This is an optimization exercise on Yosys and OpenROAD, whose aim is small area, a short achievable clock period and few clock cycles, not a production implementation.
Only simulation tests tie the RTL to the original design; equivalence was not proved.

==> flow/design.v <==
`default_nettype none
package lfts_pkg;
	localparam int YAW_W    = 16;
	localparam int TIME_W   = 32;
	localparam int ANGLE_W  = 9;
	localparam int PERIOD_W = 20;
	localparam int PROD_W   = 36;   
	localparam int THR_W    = 33;   
	localparam int HEAD_W   = 40;   
	localparam int PWR_W    = 8;
	localparam int CFG_IDX_W  = 2;
	localparam int CFG_DATA_W = 20;
	localparam logic [THR_W-1:0] HEADING_PER_DEG = THR_W'(16000000);
	localparam logic [ANGLE_W-1:0]  TURN_ANGLE_RST       = ANGLE_W'(72);
	localparam logic [ANGLE_W-1:0]  TURNAROUND_ANGLE_RST = ANGLE_W'(140);
	localparam logic [PERIOD_W-1:0] PERIOD_RST           = PERIOD_W'(10000);
	localparam logic signed [PWR_W-1:0] PWR_ZERO = PWR_W'(0);
	localparam logic signed [PWR_W-1:0] PWR_FWD  = PWR_W'(60);
	localparam logic signed [PWR_W-1:0] PWR_TURN = PWR_W'(70);
	localparam logic signed [PWR_W-1:0] PWR_BACK = 8'shBA;   
	localparam logic signed [PWR_W-1:0] PWR_CHK  = PWR_W'(50);
	typedef logic [2:0] mode_t;
	localparam logic [2:0] MODE_FWD        = 3'd0;
	localparam logic [2:0] MODE_LEFT       = 3'd1;
	localparam logic [2:0] MODE_CHECK      = 3'd2;
	localparam logic [2:0] MODE_RIGHT      = 3'd3;
	localparam logic [2:0] MODE_TURN90     = 3'd4;
	localparam logic [2:0] MODE_TURNAROUND = 3'd5;
	typedef logic [CFG_IDX_W-1:0] cfg_reg_t;
	localparam logic [CFG_IDX_W-1:0] REG_TURN_ANGLE       = 2'd0;
	localparam logic [CFG_IDX_W-1:0] REG_TURNAROUND_ANGLE = 2'd1;
	localparam logic [CFG_IDX_W-1:0] REG_PERIOD           = 2'd2;
	typedef struct packed {
		logic outer_left;
		logic inner_left;
		logic middle;
		logic inner_right;
		logic outer_right;
		logic park;
	} ir_t;
	typedef struct packed {
		ir_t  ir;
		logic turn_done;
		logic turnaround_done;
	} fsm_in_t;
	typedef struct packed {
		mode_t                   next_mode;
		logic                    clear_heading;
		logic signed [PWR_W-1:0] left_power;
		logic signed [PWR_W-1:0] right_power;
	} fsm_out_t;
	function automatic logic [THR_W-1:0] angle_thr(input logic [ANGLE_W-1:0] deg);
		angle_thr = THR_W'(deg) * HEADING_PER_DEG;
	endfunction
endpackage
`default_nettype wire
`default_nettype none
module lfts_mode_fsm
(
	input  wire [2:0] mode_i,
	input  wire [5:0] ir_i,          
	input  wire       turn_done_i,
	input  wire       back_done_i,
	output reg  [2:0] next_o,
	output reg        clr_o
);
	wire ol  = ir_i[5];
	wire il  = ir_i[4];
	wire mid = ir_i[3];
	wire irr = ir_i[2];
	wire orr = ir_i[1];
	wire pk  = ir_i[0];
	always @(*) begin
		next_o = mode_i;
		clr_o  = 1'b0;
		case (mode_i)
			lfts_pkg::MODE_LEFT: begin
				if (!ol && !il && mid && !irr && !orr) begin
					next_o = lfts_pkg::MODE_FWD;
					clr_o  = 1'b1;
				end
			end
			lfts_pkg::MODE_RIGHT: begin
				if (mid) begin
					next_o = lfts_pkg::MODE_FWD;
					clr_o  = 1'b1;
				end
			end
			lfts_pkg::MODE_TURN90: begin
				if (turn_done_i) begin
					next_o = lfts_pkg::MODE_CHECK;
					clr_o  = 1'b1;
				end
			end
			lfts_pkg::MODE_TURNAROUND: begin
				if (back_done_i) begin
					next_o = lfts_pkg::MODE_CHECK;
					clr_o  = 1'b1;
				end
			end
			lfts_pkg::MODE_CHECK: begin
				if (mid) next_o = lfts_pkg::MODE_FWD;
				if (il)  next_o = lfts_pkg::MODE_RIGHT;
				if (irr) next_o = lfts_pkg::MODE_LEFT;
			end
			default: begin
				next_o = lfts_pkg::MODE_FWD;
				if (!il && !mid && irr && !pk) next_o = lfts_pkg::MODE_LEFT;
				if (il && !mid && !irr && !pk) next_o = lfts_pkg::MODE_RIGHT;
				if (ol && il && mid && irr && orr && !pk) next_o = lfts_pkg::MODE_TURN90;
				if (!ol && !il && !mid && !irr && !orr && !pk) next_o = lfts_pkg::MODE_TURNAROUND;
			end
		endcase
	end
endmodule
module lfts_add #(
	parameter int W = 8
) (
	input  wire [W-1:0] a,
	input  wire [W-1:0] b,
	input  wire         ci,
	output wire [W-1:0] s,
	output wire         co
);
	function automatic int levels(input int n);
		levels = 0;
		while ((1 << levels) <= n) levels++;
	endfunction
	localparam int L = levels(W);
	logic [W:0] g [L+1];
	logic [W:0] p [L+1];
	always_comb begin
		g[0] = {a & b, ci};
		p[0] = {a ^ b, 1'b0};
		for (int l = 0; l < L; l++) begin
			for (int i = 0; i <= W; i++) begin
				if ((i >> l) & 1) begin
					g[l+1][i] = g[l][i] | (p[l][i] & g[l][((i >> l) << l) - 1]);
					p[l+1][i] = p[l][i] & p[l][((i >> l) << l) - 1];
				end else begin
					g[l+1][i] = g[l][i];
					p[l+1][i] = p[l][i];
				end
			end
		end
	end
	assign s  = p[0][W:1] ^ g[L][W-1:0];
	assign co = g[L][W];
endmodule
module lfts_booth_array
(
	input  wire [15:0] y,
	input  wire [5:0]  one,
	input  wire [5:0]  two,
	input  wire [4:0]  neg,
	output wire [25:0] ra,
	output wire [25:0] rb
);
	wire [16:0] y1 = {y[15], y};
	wire [16:0] y2 = {y, 1'b0};
	wire [16:0] x0 = (({17{one[0]}} & y1) | ({17{two[0]}} & y2)) ^ {17{neg[0]}};
	wire [16:0] x1 = (({17{one[1]}} & y1) | ({17{two[1]}} & y2)) ^ {17{neg[1]}};
	wire [16:0] x2 = (({17{one[2]}} & y1) | ({17{two[2]}} & y2)) ^ {17{neg[2]}};
	wire [16:0] x3 = (({17{one[3]}} & y1) | ({17{two[3]}} & y2)) ^ {17{neg[3]}};
	wire [16:0] x4 = (({17{one[4]}} & y1) | ({17{two[4]}} & y2)) ^ {17{neg[4]}};
	wire [15:0] x5 = {16{one[5]}} & y;
	wire t1 = x0[6] ^ x1[4];
	wire t2 = x0[6] & x1[4];
	wire t3 = x0[7] ^ x1[5];
	wire t4 = x0[7] & x1[5];
	wire t5 = x0[8] ^ x1[6] ^ x2[4];
	wire t6 = (x0[8] & x1[6]) | (x2[4] & (x0[8] ^ x1[6]));
	wire t7 = x3[2] ^ x4[0];
	wire t8 = x3[2] & x4[0];
	wire t9 = x0[9] ^ x1[7] ^ x2[5];
	wire t10 = (x0[9] & x1[7]) | (x2[5] & (x0[9] ^ x1[7]));
	wire t11 = x3[3] ^ x4[1];
	wire t12 = x3[3] & x4[1];
	wire t13 = x0[10] ^ x1[8] ^ x2[6];
	wire t14 = (x0[10] & x1[8]) | (x2[6] & (x0[10] ^ x1[8]));
	wire t15 = x3[4] ^ x4[2] ^ x5[0];
	wire t16 = (x3[4] & x4[2]) | (x5[0] & (x3[4] ^ x4[2]));
	wire t17 = x0[11] ^ x1[9] ^ x2[7];
	wire t18 = (x0[11] & x1[9]) | (x2[7] & (x0[11] ^ x1[9]));
	wire t19 = x3[5] ^ x4[3] ^ x5[1];
	wire t20 = (x3[5] & x4[3]) | (x5[1] & (x3[5] ^ x4[3]));
	wire t21 = x0[12] ^ x1[10] ^ x2[8];
	wire t22 = (x0[12] & x1[10]) | (x2[8] & (x0[12] ^ x1[10]));
	wire t23 = x3[6] ^ x4[4] ^ x5[2];
	wire t24 = (x3[6] & x4[4]) | (x5[2] & (x3[6] ^ x4[4]));
	wire t25 = x0[13] ^ x1[11] ^ x2[9];
	wire t26 = (x0[13] & x1[11]) | (x2[9] & (x0[13] ^ x1[11]));
	wire t27 = x3[7] ^ x4[5] ^ x5[3];
	wire t28 = (x3[7] & x4[5]) | (x5[3] & (x3[7] ^ x4[5]));
	wire t29 = x0[14] ^ x1[12] ^ x2[10];
	wire t30 = (x0[14] & x1[12]) | (x2[10] & (x0[14] ^ x1[12]));
	wire t31 = x3[8] ^ x4[6] ^ x5[4];
	wire t32 = (x3[8] & x4[6]) | (x5[4] & (x3[8] ^ x4[6]));
	wire t33 = x0[15] ^ x1[13] ^ x2[11];
	wire t34 = (x0[15] & x1[13]) | (x2[11] & (x0[15] ^ x1[13]));
	wire t35 = x3[9] ^ x4[7] ^ x5[5];
	wire t36 = (x3[9] & x4[7]) | (x5[5] & (x3[9] ^ x4[7]));
	wire t37 = x1[14] ^ x2[12] ^ x3[10];
	wire t38 = (x1[14] & x2[12]) | (x3[10] & (x1[14] ^ x2[12]));
	wire t39 = x4[8] ^ x5[6] ^ x0[16];
	wire t40 = (x4[8] & x5[6]) | (x0[16] & (x4[8] ^ x5[6]));
	wire t41 = x1[15] ^ x2[13] ^ x3[11];
	wire t42 = (x1[15] & x2[13]) | (x3[11] & (x1[15] ^ x2[13]));
	wire t43 = x4[9] ^ x5[7] ^ x0[16];
	wire t44 = (x4[9] & x5[7]) | (x0[16] & (x4[9] ^ x5[7]));
	wire t45 = ~x1[16] ^ x2[14] ^ x3[12];
	wire t46 = (~x1[16] & x2[14]) | (x3[12] & (~x1[16] ^ x2[14]));
	wire t47 = x4[10] ^ x5[8] ^ ~x0[16];
	wire t48 = (x4[10] & x5[8]) | (~x0[16] & (x4[10] ^ x5[8]));
	wire t49 = x2[15] ^ x3[13] ^ x4[11];
	wire t50 = (x2[15] & x3[13]) | (x4[11] & (x2[15] ^ x3[13]));
	wire t51 = x5[9] ^ 1'b1;
	wire t52 = x5[9] & 1'b1;
	wire t53 = ~x2[16] ^ x3[14] ^ x4[12];
	wire t54 = (~x2[16] & x3[14]) | (x4[12] & (~x2[16] ^ x3[14]));
	wire t55 = x3[15] ^ x4[13];
	wire t56 = x3[15] & x4[13];
	wire t57 = x0[4] ^ x1[2];
	wire t58 = x0[4] & x1[2];
	wire t59 = x0[5] ^ x1[3];
	wire t60 = x0[5] & x1[3];
	wire t61 = x2[2] ^ x3[0] ^ neg[3];
	wire t62 = (x2[2] & x3[0]) | (neg[3] & (x2[2] ^ x3[0]));
	wire t63 = x2[3] ^ x3[1] ^ t2;
	wire t64 = (x2[3] & x3[1]) | (t2 & (x2[3] ^ x3[1]));
	wire t65 = neg[4] ^ t4 ^ t5;
	wire t66 = (neg[4] & t4) | (t5 & (neg[4] ^ t4));
	wire t67 = t6 ^ t8 ^ t9;
	wire t68 = (t6 & t8) | (t9 & (t6 ^ t8));
	wire t69 = t10 ^ t12 ^ t13;
	wire t70 = (t10 & t12) | (t13 & (t10 ^ t12));
	wire t71 = t14 ^ t16 ^ t17;
	wire t72 = (t14 & t16) | (t17 & (t14 ^ t16));
	wire t73 = t18 ^ t20 ^ t21;
	wire t74 = (t18 & t20) | (t21 & (t18 ^ t20));
	wire t75 = t22 ^ t24 ^ t25;
	wire t76 = (t22 & t24) | (t25 & (t22 ^ t24));
	wire t77 = t26 ^ t28 ^ t29;
	wire t78 = (t26 & t28) | (t29 & (t26 ^ t28));
	wire t79 = t30 ^ t32 ^ t33;
	wire t80 = (t30 & t32) | (t33 & (t30 ^ t32));
	wire t81 = t34 ^ t36 ^ t37;
	wire t82 = (t34 & t36) | (t37 & (t34 ^ t36));
	wire t83 = t38 ^ t40 ^ t41;
	wire t84 = (t38 & t40) | (t41 & (t38 ^ t40));
	wire t85 = t42 ^ t44 ^ t45;
	wire t86 = (t42 & t44) | (t45 & (t42 ^ t44));
	wire t87 = t46 ^ t48 ^ t49;
	wire t88 = (t46 & t48) | (t49 & (t46 ^ t48));
	wire t89 = x5[10] ^ t50 ^ t52;
	wire t90 = (x5[10] & t50) | (t52 & (x5[10] ^ t50));
	wire t91 = x5[11] ^ 1'b1 ^ t54;
	wire t92 = (x5[11] & 1'b1) | (t54 & (x5[11] ^ 1'b1));
	wire t93 = ~x3[16] ^ x4[14] ^ x5[12];
	wire t94 = (~x3[16] & x4[14]) | (x5[12] & (~x3[16] ^ x4[14]));
	wire t95 = x4[15] ^ x5[13];
	wire t96 = x4[15] & x5[13];
	wire t97 = x0[2] ^ x1[0];
	wire t98 = x0[2] & x1[0];
	wire t99 = x0[3] ^ x1[1];
	wire t100 = x0[3] & x1[1];
	wire t101 = x2[0] ^ neg[2] ^ t57;
	wire t102 = (x2[0] & neg[2]) | (t57 & (x2[0] ^ neg[2]));
	wire t103 = x2[1] ^ t58 ^ t59;
	wire t104 = (x2[1] & t58) | (t59 & (x2[1] ^ t58));
	wire t105 = t1 ^ t60 ^ t61;
	wire t106 = (t1 & t60) | (t61 & (t1 ^ t60));
	wire t107 = t3 ^ t62 ^ t63;
	wire t108 = (t3 & t62) | (t63 & (t3 ^ t62));
	wire t109 = t7 ^ t64 ^ t65;
	wire t110 = (t7 & t64) | (t65 & (t7 ^ t64));
	wire t111 = t11 ^ t66 ^ t67;
	wire t112 = (t11 & t66) | (t67 & (t11 ^ t66));
	wire t113 = t15 ^ t68 ^ t69;
	wire t114 = (t15 & t68) | (t69 & (t15 ^ t68));
	wire t115 = t19 ^ t70 ^ t71;
	wire t116 = (t19 & t70) | (t71 & (t19 ^ t70));
	wire t117 = t23 ^ t72 ^ t73;
	wire t118 = (t23 & t72) | (t73 & (t23 ^ t72));
	wire t119 = t27 ^ t74 ^ t75;
	wire t120 = (t27 & t74) | (t75 & (t27 ^ t74));
	wire t121 = t31 ^ t76 ^ t77;
	wire t122 = (t31 & t76) | (t77 & (t31 ^ t76));
	wire t123 = t35 ^ t78 ^ t79;
	wire t124 = (t35 & t78) | (t79 & (t35 ^ t78));
	wire t125 = t39 ^ t80 ^ t81;
	wire t126 = (t39 & t80) | (t81 & (t39 ^ t80));
	wire t127 = t43 ^ t82 ^ t83;
	wire t128 = (t43 & t82) | (t83 & (t43 ^ t82));
	wire t129 = t47 ^ t84 ^ t85;
	wire t130 = (t47 & t84) | (t85 & (t47 ^ t84));
	wire t131 = t51 ^ t86 ^ t87;
	wire t132 = (t51 & t86) | (t87 & (t51 ^ t86));
	wire t133 = t53 ^ t88 ^ t89;
	wire t134 = (t53 & t88) | (t89 & (t53 ^ t88));
	wire t135 = t55 ^ t90 ^ t91;
	wire t136 = (t55 & t90) | (t91 & (t55 ^ t90));
	wire t137 = t56 ^ t92 ^ t93;
	wire t138 = (t56 & t92) | (t93 & (t56 ^ t92));
	wire t139 = 1'b1 ^ t94 ^ t95;
	wire t140 = (1'b1 & t94) | (t95 & (1'b1 ^ t94));
	wire t141 = ~x4[16] ^ x5[14] ^ t96;
	wire t142 = (~x4[16] & x5[14]) | (t96 & (~x4[16] ^ x5[14]));
	assign ra = {~x5[15], t140, t138, t136, t134, t132, t130, t128, t126, t124, t122, t120, t118, t116, t114, t112, t110, t108, t106, t104, t102, t100, t98, neg[1], x0[1], x0[0]};
	assign rb = {t142, t141, t139, t137, t135, t133, t131, t129, t127, t125, t123, t121, t119, t117, t115, t113, t111, t109, t107, t105, t103, t101, t99, t97, 1'b0, neg[0]};
endmodule
`default_nettype wire
`default_nettype none
module line_follower_turn_sequencer
(
	input  wire                clk,
	input  wire                arst_n,
	input  wire                in_valid,
	output wire                in_ready,
	input  wire                in_ir_outer_left,
	input  wire                in_ir_inner_left,
	input  wire                in_ir_middle,
	input  wire                in_ir_inner_right,
	input  wire                in_ir_outer_right,
	input  wire                in_ir_park,
	input  wire signed [15:0]  in_yaw_rate,
	input  wire [31:0]         in_time_us,
	output wire                out_valid,
	input  wire                out_ready,
	output wire signed [7:0]   out_left_power,
	output wire signed [7:0]   out_right_power,
	output wire [2:0]          out_next_mode,
	input  wire                cfg_valid,
	output wire                cfg_ready,
	input  wire [1:0]          cfg_reg_index,
	input  wire [19:0]         cfg_wdata
);
	localparam int CAP = 7;     
	localparam int QD  = 6;     
	localparam int QA  = 3;     
	localparam logic [22:0] DEG_UNIT = 23'd15625;   
	logic [19:0] period_q;
	logic [22:0] thr_t_q;
	logic [22:0] thr_b_q;
	logic        cfg_ready_q;
	logic        wr_angle;
	assign wr_angle  = cfg_valid && cfg_ready_q && !cfg_reg_index[1];
	assign cfg_ready = cfg_ready_q;
	always_ff @(posedge clk or negedge arst_n) begin
		if (!arst_n) begin
			period_q    <= lfts_pkg::PERIOD_RST;
			cfg_ready_q <= 1'b1;
		end else begin
			cfg_ready_q <= !wr_angle;
			if (cfg_valid && cfg_ready_q && cfg_reg_index == lfts_pkg::REG_PERIOD) period_q <= cfg_wdata;
		end
	end
	logic [3:0] occ_q;
	logic       in_ready_q;
	logic       out_valid_q;
	logic       accept, pop;
	logic [3:0] occ_nx;
	assign accept   = in_valid && in_ready_q;
	assign pop      = out_valid_q && out_ready;
	assign occ_nx   = (accept == pop) ? occ_q : accept ? occ_q + 4'd1 : occ_q - 4'd1;
	assign in_ready = in_ready_q;
	always_ff @(posedge clk or negedge arst_n) begin
		if (!arst_n) begin
			occ_q      <= '0;
			in_ready_q <= 1'b1;
		end else begin
			occ_q      <= occ_nx;
			in_ready_q <= occ_nx < 4'(CAP) && !wr_angle;
		end
	end
	logic        v1, v2, v3, v4, v5;
	logic        cm1, cm2, cm3, cm4;    
	logic        ci1, ci2, ci3, ci4;    
	logic [5:0]  ir1, ir2, ir3, ir4;
	logic [31:0] t1;
	logic        int2, int3, int4;
	always_ff @(posedge clk or negedge arst_n) begin
		if (!arst_n) begin
			v1 <= 1'b0; v2 <= 1'b0; v3 <= 1'b0; v4 <= 1'b0; v5 <= 1'b0;
			cm1 <= 1'b0; cm2 <= 1'b0; cm3 <= 1'b0; cm4 <= 1'b0;
		end else begin
			v1 <= accept; v2 <= v1; v3 <= v2; v4 <= v3; v5 <= v4;
			cm1 <= wr_angle; cm2 <= cm1; cm3 <= cm2; cm4 <= cm3;
		end
	end
	always_ff @(posedge clk) begin
		ir1 <= {in_ir_outer_left, in_ir_inner_left, in_ir_middle,
			in_ir_inner_right, in_ir_outer_right, in_ir_park};
		t1  <= in_time_us;
		ci1 <= cfg_reg_index[0]; ci2 <= ci1; ci3 <= ci2; ci4 <= ci3;
	end
	logic        pend_q;
	logic [31:0] last_q;
	logic        lo_ge, lo_due, hi_ne0, hi_ne1, due;
	logic [21:0] xu, xv, xs;
	logic        x_co, lo_co;
	logic [19:0] lo_s;
	logic [11:0] dh;
	logic        dh_co;
	always_comb begin
		xu = {2'b00, t1[19:0]} ^ {2'b11, ~last_q[19:0]} ^ {2'b11, ~period_q};
		xv = ({2'b00, t1[19:0]} & {2'b11, ~last_q[19:0]})
			| ({2'b00, t1[19:0]} & {2'b11, ~period_q})
			| ({2'b11, ~last_q[19:0]} & {2'b11, ~period_q});
	end
	lfts_add #(.W(22)) u_x  (.a(xu), .b({xv[20:0], 1'b1}), .ci(1'b1), .s(xs), .co(x_co));
	lfts_add #(.W(20)) u_lo (.a(t1[19:0]), .b(~last_q[19:0]), .ci(1'b1), .s(lo_s), .co(lo_co));
	lfts_add #(.W(12)) u_hi (.a(t1[31:20]), .b(~last_q[31:20]), .ci(1'b1), .s(dh), .co(dh_co));
	assign lo_ge  = lo_co;                        
	assign lo_due = lo_ge ? !xs[21] : (xs[21:20] != 2'b10);
	assign hi_ne0 = t1[31:20] != last_q[31:20];
	assign hi_ne1 = dh != 12'd1;
	assign due    = (lo_ge ? hi_ne0 : hi_ne1) || lo_due;
	always_ff @(posedge clk or negedge arst_n) begin
		if (!arst_n) begin
			pend_q <= 1'b0;
			last_q <= '0;
		end else if (v1) begin
			if (pend_q) begin
				last_q <= t1;
				pend_q <= 1'b0;
			end else if (due) begin
				pend_q <= 1'b1;
			end
		end
	end
	always_ff @(posedge clk) begin
		int2 <= pend_q; ir2 <= ir1;
		int3 <= int2;   ir3 <= ir2;
		int4 <= int3;   ir4 <= ir3;
	end
	function automatic logic [17:0] digits(input logic [9:0] half);
		logic [12:0] x;
		logic [5:0]  one, two, neg;
		x = {2'b00, half, 1'b0};
		for (int i = 0; i < 6; i++) begin
			one[i] = x[2*i+1] ^ x[2*i];
			two[i] = (x[2*i+2] & ~x[2*i+1] & ~x[2*i]) | (~x[2*i+2] & x[2*i+1] & x[2*i]);
			neg[i] = x[2*i+2];
		end
		digits = {one, two, neg};
	endfunction
	logic        hi_next;
	logic [15:0] ya_q;
	logic [17:0] da_q;
	logic        hi_a_q, hi_b_q;    
	logic [25:0] ra, rb, ra_q, rb_q;
	logic [25:0] r_q, bsum, addend, bu, bv;
	logic [9:0]  lo10_q;
	logic        b_co;
	assign hi_next = (v1 && pend_q) || cm1;
	always_ff @(posedge clk) begin
		if (!hi_next) ya_q <= wr_angle ? {7'd0, cfg_wdata[8:0]} : in_yaw_rate;
		if (hi_next)  da_q <= digits(cm1 ? 10'(DEG_UNIT >> 10) : period_q[19:10]);
		else          da_q <= digits(wr_angle ? 10'(DEG_UNIT) : period_q[9:0]);
	end
	lfts_booth_array u_arr (
		.y   (ya_q),
		.one (da_q[17:12]),
		.two (da_q[11:6]),
		.neg (da_q[4:0]),
		.ra  (ra),
		.rb  (rb)
	);
	assign addend = hi_b_q ? {{10{r_q[25]}}, r_q[25:10]} : 26'd0;
	assign bu     = ra_q ^ rb_q ^ addend;
	assign bv     = (ra_q & rb_q) | (ra_q & addend) | (rb_q & addend);
	lfts_add #(.W(26)) u_b (.a(bu), .b({bv[24:0], 1'b0}), .ci(1'b0), .s(bsum), .co(b_co));
	always_ff @(posedge clk or negedge arst_n) begin
		if (!arst_n) begin
			hi_a_q <= 1'b0;
			hi_b_q <= 1'b0;
		end else begin
			hi_a_q <= hi_next;
			hi_b_q <= hi_a_q;
		end
	end
	always_ff @(posedge clk) begin
		ra_q   <= ra;
		rb_q   <= rb;
		r_q    <= bsum;
		lo10_q <= r_q[9:0];
	end
	logic [2:0]         mode_q;
	logic signed [39:0] head_q;
	logic               ft_q, fb_q;
	logic               ct, cb;
	logic [2:0]         next_d, next_f;
	logic               clr_d, clr_f;
	logic [35:0]        step;
	logic [40:0]        hsum;
	logic [39:0]        hsat;
	logic               h_co;
	assign ct = !head_q[39] && (head_q[38:10] >= {6'd0, thr_t_q});
	assign cb = !head_q[39] && (head_q[38:10] >= {6'd0, thr_b_q});
	lfts_mode_fsm u_fsm_d (
		.mode_i (mode_q), .ir_i (ir4), .turn_done_i (ct), .back_done_i (cb),
		.next_o (next_d), .clr_o (clr_d)
	);
	lfts_mode_fsm u_fsm_f (
		.mode_i (mode_q), .ir_i (ir4), .turn_done_i (ft_q), .back_done_i (fb_q),
		.next_o (next_f), .clr_o (clr_f)
	);
	assign step = {r_q, lo10_q};
	lfts_add #(.W(41)) u_h (
		.a ({head_q[39], head_q}), .b ({{5{step[35]}}, step}), .ci (1'b0),
		.s (hsum), .co (h_co)
	);
	always_comb begin
		if (hsum[40] != hsum[39]) hsat = hsum[40] ? {1'b1, 39'd0} : {1'b0, {39{1'b1}}};
		else                      hsat = hsum[39:0];
	end
	always_ff @(posedge clk or negedge arst_n) begin
		if (!arst_n) begin
			mode_q  <= lfts_pkg::MODE_FWD;
			head_q  <= '0;
			ft_q    <= 1'b0;
			fb_q    <= 1'b0;
			thr_t_q <= 23'(lfts_pkg::TURN_ANGLE_RST) * DEG_UNIT;
			thr_b_q <= 23'(lfts_pkg::TURNAROUND_ANGLE_RST) * DEG_UNIT;
		end else begin
			ft_q <= ct;
			fb_q <= cb;
			if (cm4 && !ci4) thr_t_q <= step[22:0];
			if (cm4 &&  ci4) thr_b_q <= step[22:0];
			if (v4) begin
				if (int4) begin
					mode_q <= next_f;
					head_q <= clr_f ? {{4{step[35]}}, step} : hsat;
				end else begin
					mode_q <= next_d;
					if (clr_d) begin
						head_q <= '0;
						ft_q   <= thr_t_q == 23'd0;
						fb_q   <= thr_b_q == 23'd0;
					end
				end
			end
		end
	end
	logic [2:0]    q_mem [QD];
	logic [QA-1:0] q_wp, q_rp;
	logic [QA:0]   q_cnt;
	logic [2:0]    out_next_q;
	logic [7:0]    out_l_q, out_r_q;
	logic          load, from_q, q_wr;
	logic [2:0]    load_next;
	logic [7:0]    dec_l, dec_r;
	assign load      = !out_valid_q || out_ready;
	assign from_q    = q_cnt != 0;
	assign q_wr      = v5 && (!load || from_q);
	assign load_next = from_q ? q_mem[q_rp] : mode_q;
	always_comb begin
		case (out_next_q)
			lfts_pkg::MODE_LEFT:       begin dec_l = lfts_pkg::PWR_FWD;  dec_r = lfts_pkg::PWR_ZERO; end
			lfts_pkg::MODE_RIGHT:      begin dec_l = lfts_pkg::PWR_ZERO; dec_r = lfts_pkg::PWR_FWD;  end
			lfts_pkg::MODE_TURN90:     begin dec_l = lfts_pkg::PWR_ZERO; dec_r = lfts_pkg::PWR_TURN; end
			lfts_pkg::MODE_TURNAROUND: begin dec_l = lfts_pkg::PWR_BACK; dec_r = lfts_pkg::PWR_TURN; end
			lfts_pkg::MODE_CHECK:      begin dec_l = lfts_pkg::PWR_CHK;  dec_r = lfts_pkg::PWR_CHK;  end
			default:                   begin dec_l = lfts_pkg::PWR_FWD;  dec_r = lfts_pkg::PWR_FWD;  end
		endcase
	end
	always_ff @(posedge clk or negedge arst_n) begin
		if (!arst_n) begin
			out_valid_q <= 1'b0;
			out_next_q  <= lfts_pkg::MODE_FWD;
			q_wp        <= '0;
			q_rp        <= '0;
			q_cnt       <= '0;
		end else begin
			if (load) begin
				if (from_q || v5) begin
					out_valid_q <= 1'b1;
					out_next_q  <= load_next;
				end else begin
					out_valid_q <= 1'b0;
				end
			end
			if (q_wr) q_wp <= (q_wp == QA'(QD - 1)) ? '0 : q_wp + 1'b1;
			if (load && from_q) q_rp <= (q_rp == QA'(QD - 1)) ? '0 : q_rp + 1'b1;
			if (q_wr && !(load && from_q)) q_cnt <= q_cnt + 1'b1;
			else if (!q_wr && load && from_q) q_cnt <= q_cnt - 1'b1;
		end
	end
	always_ff @(posedge clk) begin
		if (q_wr) q_mem[q_wp] <= mode_q;
		if (load && (from_q || v5)) begin
			out_l_q <= dec_l;
			out_r_q <= dec_r;
		end
	end
	assign out_valid       = out_valid_q;
	assign out_left_power  = out_l_q;
	assign out_right_power = out_r_q;
	assign out_next_mode   = out_next_q;
endmodule
`default_nettype wire
==> flow/run.sh <==
#!/bin/bash
# synth_recipe.tcl (not shown) runs the flow's synth.tcl, then flattens the netlist and writes it again
# the make line also repeats each setting of config.mk as NAME=value (left out here)
make -C /OpenROAD-flow-scripts/flow DESIGN_CONFIG=/design/flow/config.mk WORK_HOME=/design/flow/orfs CLKGATE_MAP_FILE= SYNTH_SCRIPT=/design/flow/synth_recipe.tcl finish
==> flow/config.mk <==
export PLATFORM = sky130hd
export DESIGN_NAME = line_follower_turn_sequencer
export DESIGN_NICKNAME = line_follower_turn_sequencer
export VERILOG_FILES = /design/flow/design.v
export SDC_FILE = /design/flow/constraint.sdc
export NUM_CORES = 4
export LEC_CHECK = 0
export CAP_MARGIN = 20
export CORE_MARGIN = 2
export CORE_UTILIZATION = 40
export SLEW_MARGIN = 20
==> flow/constraint.sdc <==
create_clock -name core_clock -period 8.0 [get_ports {clk}]
set_input_delay 1.6000 -clock core_clock [delete_from_list [all_inputs] [get_ports {clk}]]
set_output_delay 1.6000 -clock core_clock [all_outputs]
set_load 0.01 [all_outputs]
==> PnR_summary.wiki, run 1 <==
{| class="wikitable"
! Metric !! Value
|-
| Outcome || complete, no violations
|-
| Combinational family with the most area after synthesis || adder cells
|-
| Maxcap violations || 0
|-
| Via count || between 15,000 and 20,000
|-
| Routed wire per std cell || 17.24 um
|-
| Core outline area || between 50,000 and 60,000 um2
|-
| Pins Over Slew Limit || 0
|-
| Clock Sinks || between 300 and 400
|-
| Fraction of synthesized cell area taken by the top area cell type || 0.1689
|-
| Most instantiated flip-flop cell in the synthesis netlist || dfxtp_1
|-
| Syn Std Cell Area || between 20,000 and 25,000 um2
|-
| Path type of the worst setup path || flop to flop
|-
| Count of endpoints failing setup in the final report || 0
|-
| Largest net degree at the start of global routing || 71
|-
| Standard-cell row count || 86
|-
| Area enclosed by the die boundary || 58,220 um2
|-
| YS warnings || 17
|-
| Hold Path Origin || ir2[0]$_DFF_P_
|-
| Fraction of the mapped netlist area in compound gates || 0.1410
|-
| Top cells by area, synth || dfrtp_1 (17%), dfxtp_1 (15%), fa_1 (10%), ha_1 (9.8%), edfxtp_1 (5.9%)
|-
| Min Tclk post-route || 4182 ps
|-
| Avg Cell Area, Syn || 10.07 um2
|-
| Reg2reg start || head_q[11]$_DFFE_PN0P_
|-
| Layer with the highest usage || met2
|-
| Mux share of post-synthesis cell area || 0.03911
|-
| Clock tree from TritonCTS || built
|-
| Element type at the critical path start || flop
|-
| Placed cell areas || 24,120 um2
|-
| Class of the tightest hold or removal check || flop to flop
|-
| Kind of end point of the critical path || flop
|-
| Synth Area in Simple Gates || 0.09966
|-
| Skew-Pair Late Insertion Delay || 580 ps
|-
| Number of antenna violations at the first check in global routing || 0
|-
| Quantity of I/O buffers inserted on ports || 98
|-
| Number of synthesized flops with an enable pin || 44
|-
| Clock buffers created by TritonCTS || 42
|-
| Count of antenna-violating nets left after detailed routing || 0
|-
| Clock-pin slew on the worst setup and hold paths || 60 ps
|-
| Share of layout cells above drive strength 1 || 0.08875
|-
| Max Clk Rate || about 0.24 GHz
|-
| Number of flip-flops and latches in the synthesized netlist || 384
|-
| Resized cells post-CTS || 0
|-
| Capture point of the worst reg-to-reg path || head_q[4]$_DFFE_PN0P_
|-
| Total track usage || 0.1889
|-
| Beginning of the critical path || head_q[11]$_DFFE_PN0P_
|-
| Asr flop ratio synth || 0.4557
|-
| Met1 Usage GRT || 0.2490
|-
| Final non-filler cell area || 25,570 um2
|-
| Data required time of the worst path || 8400 ps
|-
| Longest Clk Path Bufs || 3
|-
| Netlist cell types || 75
|-
| Layout area overhead || 13.53%
|-
| First-pass GRT wire length || 87.67 mm
|-
| Starting Density || 0.4065
|-
| Worst hold path stage count || 0
|-
| Adder-cell share of the synthesized area || 0.1982
|-
| GR Overflow Total || 0
|-
| Max-Slew Margin vs Limit || 0.2604
|-
| Worst-path fanout max || 19
|-
| Worst path arrival time || about 4600 ps
|-
| Final Wtd Congestion || 0.9137
|-
| Skew final || between 20 and 25 ps
|-
| Number of global-route vias before repair || between 15,000 and 20,000
|-
| Commonest cells in the netlist || inv_1 (263), nand2_1 (191), ha_1 (176)
|-
| Height of the die || 241.3 um
|-
| Number of buffers inserted by post-CTS setup repair || 0
|-
| Worst reg-to-reg setup slack || ~3800 ps
|-
| Number of vias per cell || 5.224
|-
| DRC violations left || 0
|-
| Cell type with the largest total area after synthesis || dfrtp_1
|-
| Met3 track demand over resource in global routing || 0.02826
|-
| Routing usage on met2 || 0.3166
|-
| Final Hold Vio Count || 0
|-
| Number of top-level pins || between 100 and 150
|-
| Total number of H-tree levels || 2
|-
| Initial detailed-routing violation count || approximately 950
|-
| Synthesized netlist cell count || 2,237
|-
| Xor/xnor cell area share of the yosys netlist || 0.05794
|-
| Worst-Margin Slew || 1100 ps
|-
| Wire length reported by the detailed router || 52.94 mm
|-
| Proportion of synthesized chip area in sequential cells || 0.4010
|-
| Total Neg Setup Slack || 0 ps
|-
| Terminating pin of the worst hold path || ir3[0]$_DFF_P_
|-
| Count of nets after finishing || around 2,700
|-
| Master cell of the clock root buffer || clkbuf_16
|-
| Number of cell instances on the worst register-to-register path || 10
|-
| CTS Hold Bufs || 0
|-
| Die extent in x || 241.3 um
|-
| Period Utilization, post-route || 0.5228
|-
| Placed wire-length estimate after detailed placement || 39.56 mm
|-
| Setup repair after global routing missed its margin || no
|-
| DRT Pass-1 Iters || 6
|-
| Most numerous cell in the Yosys netlist || inv_1
|}
stage by stage:
stage          hold WS (ps)    util  std cells  setup slack (ps)
4_1_cts               324.1  0.4614       3069              3802
5_1_grt               326.0  0.4614       3069              3554
3_3_place_gp          311.4  0.4352       2993              3897
3_5_place_dp          312.1  0.4352       2993              3812
2_1_floorplan         309.6       -       2240              4349
6_report              323.2  0.4614       3070              3818
worst max path at each step:
| stage | endpoint | slack, ps |
|---|---|---|
| after floorplan | r_q[25]$_DFF_P_ | 4350 |
| after global placement | head_q[2]$_DFFE_PN0P_ | 3900 |
| after detailed placement | head_q[4]$_DFFE_PN0P_ | 3810 |
| after CTS | head_q[4]$_DFFE_PN0P_ | 3800 |
| after global routing | r_q[25]$_DFF_P_ | 3550 |
| final | head_q[4]$_DFFE_PN0P_ | 3820 |
cell type report:
type                    instances  area, um2
clock inverters                20      212.7
flip-flops and latches        384       9032
multi-input cells            1489      12100
well taps                     748      935.9
fillers                      5207      29840
clock buffers                  56       1237
diodes                          1      2.502
repair buffers                109       1065
inverters                     263      987.2
state kept, by name, summed over array words and instances, names as in the netlist, 4 cells and up:
register  flops
last_q       32
out_r_q       5
ir1           6
ra_q         26
ir4           6
thr_t_q      23
ya_q         16
t1           32
head_q       40
ir3           6
occ_q         4
r_q          26
q_mem        18
out_l_q       5
lo10_q       10
q_cnt         4
period_q     20
rb_q         25
thr_b_q      23
ir2           6
da_q         15
worst max-delay path, stage by stage (launching register included):
cell and delay, ps:
dfrtp_1 440, ha_1 360, and3_4 200, a221o_1 330, a311o_2 460, o2111ai_1 220
and3b_1 310, or2b_4 190, nand3_2 400, nor2_2 930, a221oi_1 170
cell families after synthesis:
family,count (synthesis)
DFF,384
other,1
AOI/OAI and AO/OA,492
adders and majority gates,289
muxes,76
buffers and inverters,367
and+or+nand+nor,479
xor gates and xnor gates,149
metal layers:
layer  share of wire  wire, um
met1            0.45     24060
met2            0.47     24750
met3           0.047      2507
met4           0.031      1630
met5               0         0
placed cells by master, fill, tap and decap left out, types with 25 or more instances in the layout:
master           netlist  final
inv_1                263    263
nand2_1              191    190
ha_1                 176    176
dfxtp_1              165    165
dfrtp_1              152    152
o21ai_0              139    138
fa_1                 113    113
a21oi_1              109    109
nor2_1               103    103
clkdlybuf4s50_1        0     97
xnor2_1               83     83
a22oi_1               77     77
mux2_2                66     66
xor2_1                66     66
clkbuf_16              0     45
edfxtp_1              44     44
a21o_1                35     35
nor3_1                27     27
nand4_1               25     25
Testbench counts, summed over its fixed seeds: cycles 35,495.
==> run 2: changes to the inputs <==
--- a/flow/config.mk
+++ b/flow/config.mk
@@ -8,4 +8,5 @@
 export CAP_MARGIN = 20
 export CORE_MARGIN = 2
 export CORE_UTILIZATION = 40
+export SETUP_SLACK_MARGIN = 5
 export SLEW_MARGIN = 20
==> PnR_summary.wiki, run 2 <==
{| class="wikitable"
! Metric !! Value
|-
| Outcome || complete, no violations
|-
| Worst-Margin Slew || 959.0 ps
|-
| Most instantiated flip-flop cell in the synthesis netlist || dfxtp_1
|-
| Number of cell instances on the worst register-to-register path || 15
|-
| Terminating pin of the worst hold path || int4$_DFF_P_
|-
| Total number of H-tree levels || 2
|-
| Data required time of the worst path || 8500 ps
|-
| Path type of the worst setup path || flop to flop
|-
| Count of nets after finishing || ~2,700
|-
| Combinational family with the most area after synthesis || adder cells
|-
| Maximum cell stage delay along the critical path || 430 ps
|-
| Top cell family by delay on the critical path || compound AO/OA/AOI/OAI gates
|-
| Max Clk Rate || 0.2995 GHz
|-
| Total track usage || 0.1972
|-
| Biggest regs || head_q: 40 flops, last_q: 32 flops, t1: 32 flops
|-
| Skew final || 12.30 ps
|-
| Max-Slew Margin vs Limit || 0.3583
|-
| Placed wire-length estimate after detailed placement || 39.76 mm
|-
| Number of top-level pins || about 100
|-
| Total Neg Setup Slack || 0 ps
|-
| Worst-path fanout max || 4
|-
| Pre-CTS worst setup slack || between 3000 and 4000 ps
|-
| Share of layout cells above drive strength 1 || 0.1868
|-
| Hold Path Origin || int3$_DFF_P_
|-
| DRC violations left || 0
|-
| Standard-cell row count || 86
|-
| Most common library cell in the layout ignoring fill and taps || inv_1
|-
| Worst path arrival time || 3840 ps
|-
| Number of fillers in the final layout || 4,956
|-
| Number of antenna violations at the first check in global routing || 0
|-
| Via count || between 15,000 and 20,000
|-
| Proportion of synthesized chip area in sequential cells || 0.4010
|-
| Beginning of the critical path || hi_b_q$_DFF_PN0_
|-
| Number of vias per cell || 5.265
|-
| GR Overflow Total || 0
|-
| Maxcap violations || 0
|-
| Most frequent cells in the layout || inv_1 (256), nand2_1 (168), ha_1 (156), dfxtp_1 (153), dfrtp_1 (145)
|-
| Clock tree from TritonCTS || built
|-
| Pins Over Slew Limit || 0
|-
| Starting Density || 0.4065
|-
| Synthesized netlist cell count || approximately 2,200
|-
| Xor/xnor cell area share of the yosys netlist || 0.05794
|-
| Kind of end point of the critical path || flop
|-
| Fraction of the mapped netlist area in compound gates || 0.1410
|-
| Core outline area || 55,420 um2
|-
| Adder-cell share of the synthesized area || 0.1982
|-
| Largest net degree at the start of global routing || 100
|-
| Flip-flop count of the largest register after layout || 40
|-
| Period Utilization, post-route || 0.4174
|-
| Number of flip-flops and latches in the synthesized netlist || 384
|-
| Final Hold Vio Count || 0
|-
| Master cell of the clock root buffer || clkbuf_16
|-
| Ordered list of cells on the worst path || buf_6, and2_4, ha_4, ha_2, fa_2, a211oi_2, o211ai_1, a41oi_2, o21ai_2, a2111oi_4, nor4b_2, buf_4, o21a_1, nor2_1, xnor2_1
|-
| Diode insertion count for antenna repair || 0
|-
| Most numerous cell in the Yosys netlist || inv_1
|-
| Die extent in x || 241.3 um
|-
| Quantity of I/O buffers inserted on ports || 98
|-
| Count of antenna-violating nets left after detailed routing || 0
|-
| DRT Pass-1 Iters || 6
|-
| Fraction of synthesized cell area taken by the top area cell type || 0.1689
|-
| Wire length reported by the detailed router || 57.08 mm
|-
| Avg Cell Area, Syn || 10.07 um2
|-
| Clock buffers created by TritonCTS || 44
|-
| Initial detailed-routing violation count || 1,115
|-
| Worst path buffer plus inverter count || 2
|-
| Mux share of post-synthesis cell area || 0.03911
|-
| Netlist cell types || 75
|-
| Cell type with the largest total area after synthesis || dfrtp_1
|-
| Min Tclk post-route || 3339 ps
|-
| Area enclosed by the die boundary || 58,220 um2
|-
| Class of the tightest hold or removal check || flop to flop
|-
| Final Wtd Congestion || 0.8927
|-
| Asr flop ratio synth || 0.4557
|-
| First-pass GRT wire length || 91.02 mm
|-
| Clock Sinks || 384
|-
| Setup repair after global routing missed its margin || yes
|-
| Count of endpoints failing setup in the final report || 0
|-
| Height of the die || between 200 and 250 um
|-
| Syn Std Cell Area || 22,520 um2
|-
| Skew-Pair Late Insertion Delay || around 580 ps
|-
| Final non-filler cell area || ~28,000 um2
|-
| YS warnings || 17
|-
| Capture point of the worst reg-to-reg path || r_q[24]$_DFF_P_
|-
| Util after Layout || 0.4983
|-
| Layout area overhead || 22.59%
|-
| Number of synthesized flops with an enable pin || between 40 and 50
|-
| Commonest cells in the netlist || inv_1 (263), nand2_1 (191), ha_1 (176)
|-
| Placed cell areas || 24,150 um2
|-
| Worst reg-to-reg setup slack || 4660 ps
|-
| Reg2reg start || hi_b_q$_DFF_PN0_
|-
| Longest Clk Path Bufs || 3
|-
| Biggest register || head_q
|-
| Routed wire per std cell || approximately 18 um
|-
| Post-route setup slack || ~4700 ps
|-
| Max stage delay cell, worst path || dfrtp_2
|-
| Worst hold path stage count || 0
|-
| Element type at the critical path start || flop
|-
| Synth Area in Simple Gates || 0.09966
|-
| Top cells by area, synth || dfrtp_1 (17%), dfxtp_1 (15%), fa_1 (10%), ha_1 (9.8%), edfxtp_1 (5.9%)
|-
| Clock-pin slew on the worst setup and hold paths || ~60 ps
|-
| Number of global-route vias before repair || 17,054
|}
run 2: cell types whose count changed in the layout (fill, tap and decap cells not counted), sizes merged:
cell,change
buf,+70
clkinv,-6
clkdlybuf4s15,+2
dlygate4sd2,+16
clkinvlp,+2
clkbuf,+19
inv,-3
dlymetal6s2s,+1
clkdlybuf4s50,-19
diode,-1
nand4b,+1
run 2: cell families (layout without fill, tap and decap cells):
| kind of cell | Yosys count | after routing |
|---|---|---|
| flops | 384 | 384 |
| mux | 76 | 76 |
| buf+inv | 367 | 530 |
| fa+ha+maj | 289 | 289 |
| other cells | 1 | 4 |
| xor+xnor | 149 | 149 |
| compound gates | 492 | 492 |
| simple gates | 479 | 480 |
run 2: per-layer routing:
metal | vias to the layer above | share of wire | GRT usage
met5 | - | 0 | 0
met2 | 443 | 0.47 | 0.3311
li1 | 7910 | - | -
met1 | 8136 | 0.44 | 0.2589
met3 | 105 | 0.049 | 0.02723
met4 | 0 | 0.035 | 0.07520
run 2: worst max path at each step:
stage                            endpoint  slack (ps)  cells past startpoint
detailed placement  head_q[4]$_DFFE_PN0P_        3830                     10
finish                    r_q[24]$_DFF_P_        4660                     15
CTS                       r_q[24]$_DFF_P_        4570                     15
global placement    head_q[2]$_DFFE_PN0P_        3950                     10
floorplan                 r_q[25]$_DFF_P_        4800                     12
global route              r_q[24]$_DFF_P_        4520                     16
run 2: layout make-up:
cell class | count | area (um2) | share of cell area
Multi-Input combinational cell | 1490 | 13160 | 0.4768
Tap cell | 748 | 935.9 | 0.03390
Timing Repair Buffer | 185 | 1923 | 0.06965
Clock buffer | 69 | 1370 | 0.04962
Sequential cell | 384 | 9059 | 0.3281
Inverter | 263 | 994.7 | 0.03602
Clock inverter | 13 | 165.2 | 0.005981
run 2: through the flow:
step / cells / hold slack, ps
6_report: 3152 / 319.5
5_1_grt: 3152 / 331.8
4_1_cts: 3118 / 326.7
3_5_place_dp: 2992 / 312.1
3_3_place_gp: 2992 / 310.3
2_1_floorplan: 2240 / 309.6
run 2: what timing repair did:
action                     in CTS  in global routing
gates cloned                    4                  6
setup endpoints to repair     102                 87
hold buffers                    0                  0
pin swaps                      61                 74
resized for setup             144                139
setup buffers                  40                 28
==> run 3: changes to the inputs <==
--- a/flow/config.mk
+++ b/flow/config.mk
@@ -8,5 +8,5 @@
 export CAP_MARGIN = 20
 export CORE_MARGIN = 2
 export CORE_UTILIZATION = 40
-export SETUP_SLACK_MARGIN = 5
+export SETUP_SLACK_MARGIN = 4.5
 export SLEW_MARGIN = 20
==> PnR_summary.wiki, run 3 <==
{| class="wikitable"
! Metric !! Value
|-
| Min Tclk post-route || around 3400 ps
|-
| Core outline area || 55,420 um2
|-
| Sequential cell area || between 9000 and 10,000 um2
|-
| Most common library cell in the layout ignoring fill and taps || inv_1
|-
| Commonest cells in the netlist || inv_1 (263), nand2_1 (191), ha_1 (176)
|-
| Die extent in x || 241.3 um
|-
| Pins Over Slew Limit || 0
|-
| Flip-flop count of the largest register after layout || 40
|-
| CTS Hold Bufs || 0
|-
| Placed wire-length estimate after detailed placement || between 40 and 50 mm
|-
| Clock-pin slew on the worst setup and hold paths || roughly 60 ps
|-
| Netlist cell types || 75
|-
| Syn Std Cell Area || around 23,000 um2
|-
| Number of synthesized flops with an enable pin || 44
|-
| Starting Density || 0.4065
|-
| Outcome || complete, no violations
|-
| Number of fillers in the final layout || 5,147
|-
| Largest net degree at the start of global routing || 71
|-
| Top cells by area, synth || dfrtp_1 (17%), dfxtp_1 (15%), fa_1 (10%), ha_1 (9.8%), edfxtp_1 (5.9%)
|-
| Final non-filler cell area || about 26,000 um2
|-
| Share of layout cells above drive strength 1 || 0.09760
|-
| Height of the die || 241.3 um
|-
| Skew-Pair Late Insertion Delay || 560 ps
|-
| Kind of end point of the critical path || flop
|-
| First-pass GRT wire length || a little under 90 mm
|-
| Layout area overhead || 14.71%
|-
| Synthesized netlist cell count || between 2,000 and 2,500
|-
| DRC violations left || 0
|-
| Standard-cell row count || 86
|-
| Worst-Margin Slew || 1052 ps
|-
| Number of global-route vias before repair || 16,668
|-
| Pre-CTS worst setup slack || a little under 4000 ps
|-
| Area of the multi-input gates || 12,250 um2
|-
| Via count || 16,155
|-
| Most numerous cell in the Yosys netlist || inv_1
|-
| Element type at the critical path start || flop
|-
| Number of top-level pins || 103
|-
| Post-route setup slack || ~4600 ps
|-
| Max-Slew Margin vs Limit || 0.2980
|-
| Total track usage || 0.1902
|-
| Data required time of the worst path || 8440 ps
|-
| Class of the tightest hold or removal check || flop to flop
|-
| Path type of the worst setup path || flop to flop
|-
| Avg Cell Area, Syn || around 10 um2
|-
| Total number of H-tree levels || 2
|-
| Setup repair after global routing missed its margin || yes
|-
| Number of flip-flops and latches in the synthesized netlist || between 300 and 400
|-
| Placed cell areas || 24,130 um2
|-
| Wire length reported by the detailed router || about 54 mm
|-
| Beginning of the critical path || hi_b_q$_DFF_PN0_
|-
| Max Clk Rate || 0.2984 GHz
|-
| Initial detailed-routing violation count || 1,132
|-
| Worst reg-to-reg setup slack || 4650 ps
|-
| Routed wire per std cell || around 17 um
|-
| Capture point of the worst reg-to-reg path || r_q[24]$_DFF_P_
|-
| Final Hold Vio Count || 0
|-
| DRT Pass-1 Iters || 8
|-
| Biggest register || head_q
|-
| Worst path arrival time || approximately 3800 ps
|-
| Master cell of the clock root buffer || clkbuf_16
|-
| Count of endpoints failing setup in the final report || 0
|-
| Clock Sinks || 384
|-
| GR Overflow Total || 0
|-
| Count of nets after finishing || 2,673
|-
| Area enclosed by the die boundary || 58,220 um2
|-
| Biggest regs || head_q: 40 flops, last_q: 32 flops, t1: 32 flops
|-
| Clock tree from TritonCTS || built
|-
| Util after Layout || 0.4662
|-
| Fraction of synthesized cell area taken by the top area cell type || 0.1689
|-
| Period Utilization, post-route || 0.4190
|-
| Count of antenna-violating nets left after detailed routing || 0
|-
| Skew final || 16.63 ps
|-
| Asr flop ratio synth || 0.4557
|-
| Most instantiated flip-flop cell in the synthesis netlist || dfxtp_1
|-
| Most frequent cells in the layout || inv_1 (263), nand2_1 (189), ha_1 (176), dfxtp_1 (164), dfrtp_1 (151)
|-
| Number of antenna violations at the first check in global routing || 0
|-
| Maxcap violations || 0
|-
| Setup crit end || r_q[24]$_DFF_P_
|-
| Number of cell instances on the worst register-to-register path || 12
|-
| Quantity of I/O buffers inserted on ports || 98
|-
| Longest Clk Path Bufs || 3
|-
| YS warnings || 17
|-
| Total Neg Setup Slack || 0 ps
|-
| Diode insertion count for antenna repair || 0
|-
| Number of vias per cell || 5.238
|-
| Proportion of synthesized chip area in sequential cells || 0.4010
|-
| Cell type with the largest total area after synthesis || dfrtp_1
|-
| Final Wtd Congestion || between 0.8 and 0.9
|-
| Reg2reg start || hi_b_q$_DFF_PN0_
|-
| Clock buffers created by TritonCTS || 42
|-
| Worst-path fanout max || 7
|}
-- run 3: changes by cell type in the layout (fill, tap and decap cells not counted), moves of 17 or more --
| cell | change |
|---|---|
| nand2_1 | +21 |
| ha_4 | -19 |
| a21oi_2 | -20 |
| o21ai_0 | +21 |
| a21oi_1 | +22 |
| buf_4 | -32 |
| clkdlybuf4s50_1 | +19 |
| ha_1 | +20 |
| buf_6 | -17 |
-- run 3: stage by stage --
step                std cells  hold slack (ps)
detailed placement       2993            312.1
CTS                      3075            325.3
finish                   3084            320.2
global placement         2993            311.5
global route             3084            331.2
floorplan                2240            309.6
-- run 3: repair_timing --
action / 4_1_cts / 5_1_grt
setup buffers: 5 / 9
pin swaps: 4 / 10
setup endpoints to repair: 40 / 42
gates resized for setup: 18 / 20
-- run 3: kinds of logic (layout without fill, tap and decap cells) --
logic type | after synthesis | count (layout) | share of synthesized area
mux | 76 | 76 | 0.03911
xor+xnor | 149 | 149 | 0.05794
fa+ha+maj | 289 | 289 | 0.1982
other cells | 1 | 4 | 0.0001665
buf+inv | 367 | 463 | 0.06294
flops | 384 | 384 | 0.4010
simple gates | 479 | 479 | 0.09966
compound gates | 492 | 492 | 0.1410
-- run 3: final cells by class --
cell class | count | area share
Multi-Input combinational cell | 1489 | 0.4739
Sequential cell | 384 | 0.3497
Timing Repair Buffer | 123 | 0.04697
Clock buffer | 56 | 0.04508
Inverter | 263 | 0.03821
Tap cell | 748 | 0.03622
Clock inverter | 21 | 0.009879
-- run 3: worst min-delay path by stage --
stage                    from        endpoint  slack (ps)  cells past startpoint
6_report       ir3[4]$_DFF_P_  ir4[4]$_DFF_P_         320                      0
5_1_grt        ir3[5]$_DFF_P_  ir4[5]$_DFF_P_         330                      0
4_1_cts        ir3[4]$_DFF_P_  ir4[4]$_DFF_P_         330                      0
3_5_place_dp   ir2[0]$_DFF_P_  ir3[0]$_DFF_P_         310                      0
3_3_place_gp   ir2[3]$_DFF_P_  ir3[3]$_DFF_P_         310                      0
2_1_floorplan     ci1$_DFF_P_     ci2$_DFF_P_         310                      0
-- run 3: routing by layer --
metal,vias up,track usage,wire length [um]
li1,7782,-,-
met1,7900,0.2506,24150
met2,363,0.3215,25490
met3,110,0.02427,2251
met4,0,0.06865,1728
met5,-,0,0
-- run 3: critical path, cell delays in order (launching register included) --
cell and delay [ps]:
dfrtp_2 460, and2_1 200, fa_1 430, ha_1 340, o21ai_0 120, o211ai_1 320
a41oi_2 230, o21ai_4 260, a2111oi_4 100, nor4b_2 400, o21a_1 180, nor2_1 50
xnor2_1 120
==> run 4: changes to the inputs <==
--- a/flow/config.mk
+++ b/flow/config.mk
@@ -8,5 +8,6 @@
 export CAP_MARGIN = 20
 export CORE_MARGIN = 2
 export CORE_UTILIZATION = 40
+export CTS_BUF_LIST = sky130_fd_sc_hd__clkbuf_4 sky130_fd_sc_hd__clkbuf_8
 export SETUP_SLACK_MARGIN = 4.5
 export SLEW_MARGIN = 20
==> PnR_summary.wiki, run 4 <==
{| class="wikitable"
! Metric !! Value
|-
| Outcome || complete, no violations
|-
| Number of flip-flops and latches in the synthesized netlist || 384
|-
| Asr flop ratio synth || 0.4557
|-
| Initial detailed-routing violation count || 1,057
|-
| Standard-cell row count || 86
|-
| Worst-Margin Slew || 1061 ps
|-
| DRT Pass-1 Iters || 6
|-
| Share of layout cells above drive strength 1 || 0.1224
|-
| Setup repair after global routing missed its margin || yes
|-
| Most numerous cell in the Yosys netlist || inv_1
|-
| Max-Slew Margin vs Limit || 0.2920
|-
| Combinational family with the most area after synthesis || adder cells
|-
| Pre-CTS worst setup slack || a little under 4000 ps
|-
| Clock tree from TritonCTS || built
|-
| Total number of H-tree levels || 3
|-
| Kind of end point of the critical path || flop
|-
| Commonest cells in the netlist || inv_1 (263), nand2_1 (191), ha_1 (176)
|-
| Quantity of I/O buffers inserted on ports || 98
|-
| Top cells by area, synth || dfrtp_1 (17%), dfxtp_1 (15%), fa_1 (10%), ha_1 (9.8%), edfxtp_1 (5.9%)
|-
| Worst reg-to-reg setup slack || 4650 ps
|-
| Clock Sinks || 384
|-
| Die extent in x || between 200 and 250 um
|-
| Total Neg Setup Slack || 0 ps
|-
| Number of synthesized flops with an enable pin || 44
|-
| Most instantiated flip-flop cell in the synthesis netlist || dfxtp_1
|-
| Total track usage || 0.1913
|-
| Fraction of the mapped netlist area in compound gates || 0.1410
|-
| Clock buffers created by TritonCTS || 68
|-
| Xor/xnor cell area share of the yosys netlist || 0.05794
|-
| Most frequent cells in the layout || inv_1 (263), nand2_1 (189), ha_1 (174), dfxtp_1 (164), dfrtp_1 (151)
|-
| Netlist cell types || 75
|-
| Count of endpoints failing setup in the final report || 0
|-
| Placed wire-length estimate after detailed placement || roughly 40 mm
|-
| Worst path arrival time || just under 4000 ps
|-
| Proportion of synthesized chip area in sequential cells || 0.4010
|-
| Class of the tightest hold or removal check || flop to flop
|-
| Adder-cell share of the synthesized area || 0.1982
|-
| Final Hold Vio Count || 0
|-
| Longest Clk Path Bufs || 3
|-
| Cell type with the largest total area after synthesis || dfrtp_1
|-
| Min Tclk post-route || around 3400 ps
|-
| Pins Over Slew Limit || 0
|-
| Clock-pin slew on the worst setup and hold paths || 60 ps
|-
| Final Wtd Congestion || 0.8897
|-
| Data required time of the worst path || 8510 ps
|-
| Number of vias per cell || 5.193
|-
| Number of top-level pins || 103
|-
| Max Clk Rate || ~0.3 GHz
|-
| Layout area overhead || 15.36%
|-
| Number of antenna violations at the first check in global routing || 1
|-
| Master cell of the clock root buffer || clkbuf_8
|-
| Synthesized netlist cell count || approximately 2,200
|-
| DRC violations left || 0
|-
| YS warnings || 17
|-
| Synth Area in Simple Gates || 0.09966
|-
| Maxcap violations || 0
|-
| Path type of the worst setup path || flop to flop
|-
| Post-route setup slack || 4645 ps
|-
| Starting Density || 0.4065
|-
| Biggest regs || head_q: 40 flops, last_q: 32 flops, t1: 32 flops
|-
| Worst-path fanout max || 29
|-
| Period Utilization, post-route || 0.4193
|-
| Mux share of post-synthesis cell area || 0.03911
|-
| Avg Cell Area, Syn || between 10 and 15 um2
|-
| Most common library cell in the layout ignoring fill and taps || inv_1
|-
| Fraction of synthesized cell area taken by the top area cell type || 0.1689
|-
| GR Overflow Total || 0
|-
| Via count || 16,275
|-
| Element type at the critical path start || flop
|-
| Skew-Pair Late Insertion Delay || about 630 ps
|-
| Core outline area || 55,420 um2
|-
| Syn Std Cell Area || 22,520 um2
|-
| Number of global-route vias before repair || 16,856
|-
| First-pass GRT wire length || 88.48 mm
|-
| Largest net degree at the start of global routing || 71
|-
| Count of antenna-violating nets left after detailed routing || 0
|-
| Routed wire per std cell || 17.13 um
|-
| Height of the die || 241.3 um
|-
| Flip-flop count of the largest register after layout || 40
|-
| Wire length reported by the detailed router || 53.67 mm
|-
| Area enclosed by the die boundary || 58,220 um2
|-
| Count of nets after finishing || 2,701
|-
| Biggest register || head_q
|-
| Skew final || roughly 35 ps
|}
==> run 4: logic make-up after synthesis <==
logic type | Yosys count
AOI/OAI and AO/OA | 492
other | 1
buffers and inverters | 367
and+or+nand+nor | 479
DFF | 384
adders and majority gates | 289
xor gates and xnor gates | 149
muxes | 76
==> run 4: final timing paths <==
check,from,to,depth (start not counted)
worst max-delay path,thr_t_q[3]$_DFFE_PN1P_,head_q[2]$_DFFE_PN0P_,13
worst min-delay path,ir3[5]$_DFF_P_,ir4[5]$_DFF_P_,0
worst max register to register,thr_t_q[3]$_DFFE_PN1P_,head_q[2]$_DFFE_PN0P_,13
worst min register to register,ir3[5]$_DFF_P_,ir4[5]$_DFF_P_,0
max in group asynchronous,arst_n,hi_b_q$_DFF_PN0_,2
min in group asynchronous,arst_n,q_rp[0]$_DFFE_PN0P_,1
==> run 4: what timing repair did <==
action	CTS	global route
hold buffers	0	0
gates resized for setup	19	22
endpoints found under the setup margin	40	41
pin swaps	4	18
buffers inserted	5	11
==> run 4: final cells by class <==
| class | count | area, um2 |
|---|---|---|
| multi-input cells | 1489 | 12270 |
| diodes | 1 | 2.502 |
| repair buffers | 125 | 1225 |
| fillers | 5130 | 29430 |
| inverters | 263 | 987.2 |
| clock buffers | 102 | 1285 |
| well taps | 748 | 935.9 |
| flip-flops and latches | 384 | 9035 |
| clock inverters | 22 | 247.7 |
==> run 4: metal layers <==
layer / vias up / share of wire / global-route usage
met1: 7949 / 0.45 / 0.2474
met5: - / 0 / 0
li1: 7848 / - / -
met2: 379 / 0.48 / 0.3233
met4: 0 / 0.028 / 0.06435
met3: 99 / 0.043 / 0.03453
==> run 4: metrics by stage <==
stage | util | hold WS, ps | cell area (um2) | instances
after floorplan | - | 309.6 | 22540 | 2240
after global placement | 0.4353 | 311.5 | 24120 | 2993
after detailed placement | 0.4354 | 312.1 | 24130 | 2993
after CTS | 0.4653 | 325.3 | 25790 | 3122
after global routing | 0.4689 | 330.2 | 25980 | 3134
final | 0.4689 | 324.0 | 25980 | 3134
==> run 4: critical path, cell delays in order (launching register included) <==
cell and delay (ps):
dfstp_2 550, inv_1 40, ha_1 310, a21oi_1 130
a21boi_0 150, o311ai_1 340, a41oi_2 240, o41ai_4 430
o31ai_2 170, o21ai_2 200, buf_12 220, nor2_4 60
buf_4 150, a221oi_1 250

-- afterwards: timing with drivers on the ports --
The results above use ideal ports. As a check the final layouts listed here were re-extracted and re-timed, cells and wires unchanged. Step 1, drivers: a clkbuf_16 drives clk and a buf_2 each remaining input, both assumed. Step 2 adds t to the input delays and takes it off the output delays; t is the mean of the earliest and latest rising clock arrival at the registers after step 1. Input paths then give back, and output paths get back, about the clock's delay inside the block. a / b / c = no drivers / after step 1 / after step 2; a / b = the first two.
| run | shift t [ns] | setup WS [ns] | latest minus earliest clock arrival (ns) | slew at the worst register clock pin (ns) | cell pins on the clock port's net |
|---|---|---|---|---|---|
| run 1 | 0.623 | 3.818 / 3.818 / 3.818 | 0.021 / 0.021 | 0.07 / 0.07 | 1 |
| run 2 | 0.630 | 4.661 / 4.661 / 4.497 | 0.014 / 0.014 | 0.07 / 0.07 | 1 |
| run 3 | 0.612 | 4.648 / 4.648 / 4.172 | 0.017 / 0.018 | 0.07 / 0.07 | 1 |
| run 4 | 0.671 | 4.645 / 4.619 / 4.164 | 0.035 / 0.035 | 0.07 / 0.07 | 1 |
After both steps setup and hold are still met in every run listed. For run 4, which loses most, drivers alone change the setup slack by -0.026 ns; drivers and shift together by -0.481 ns.
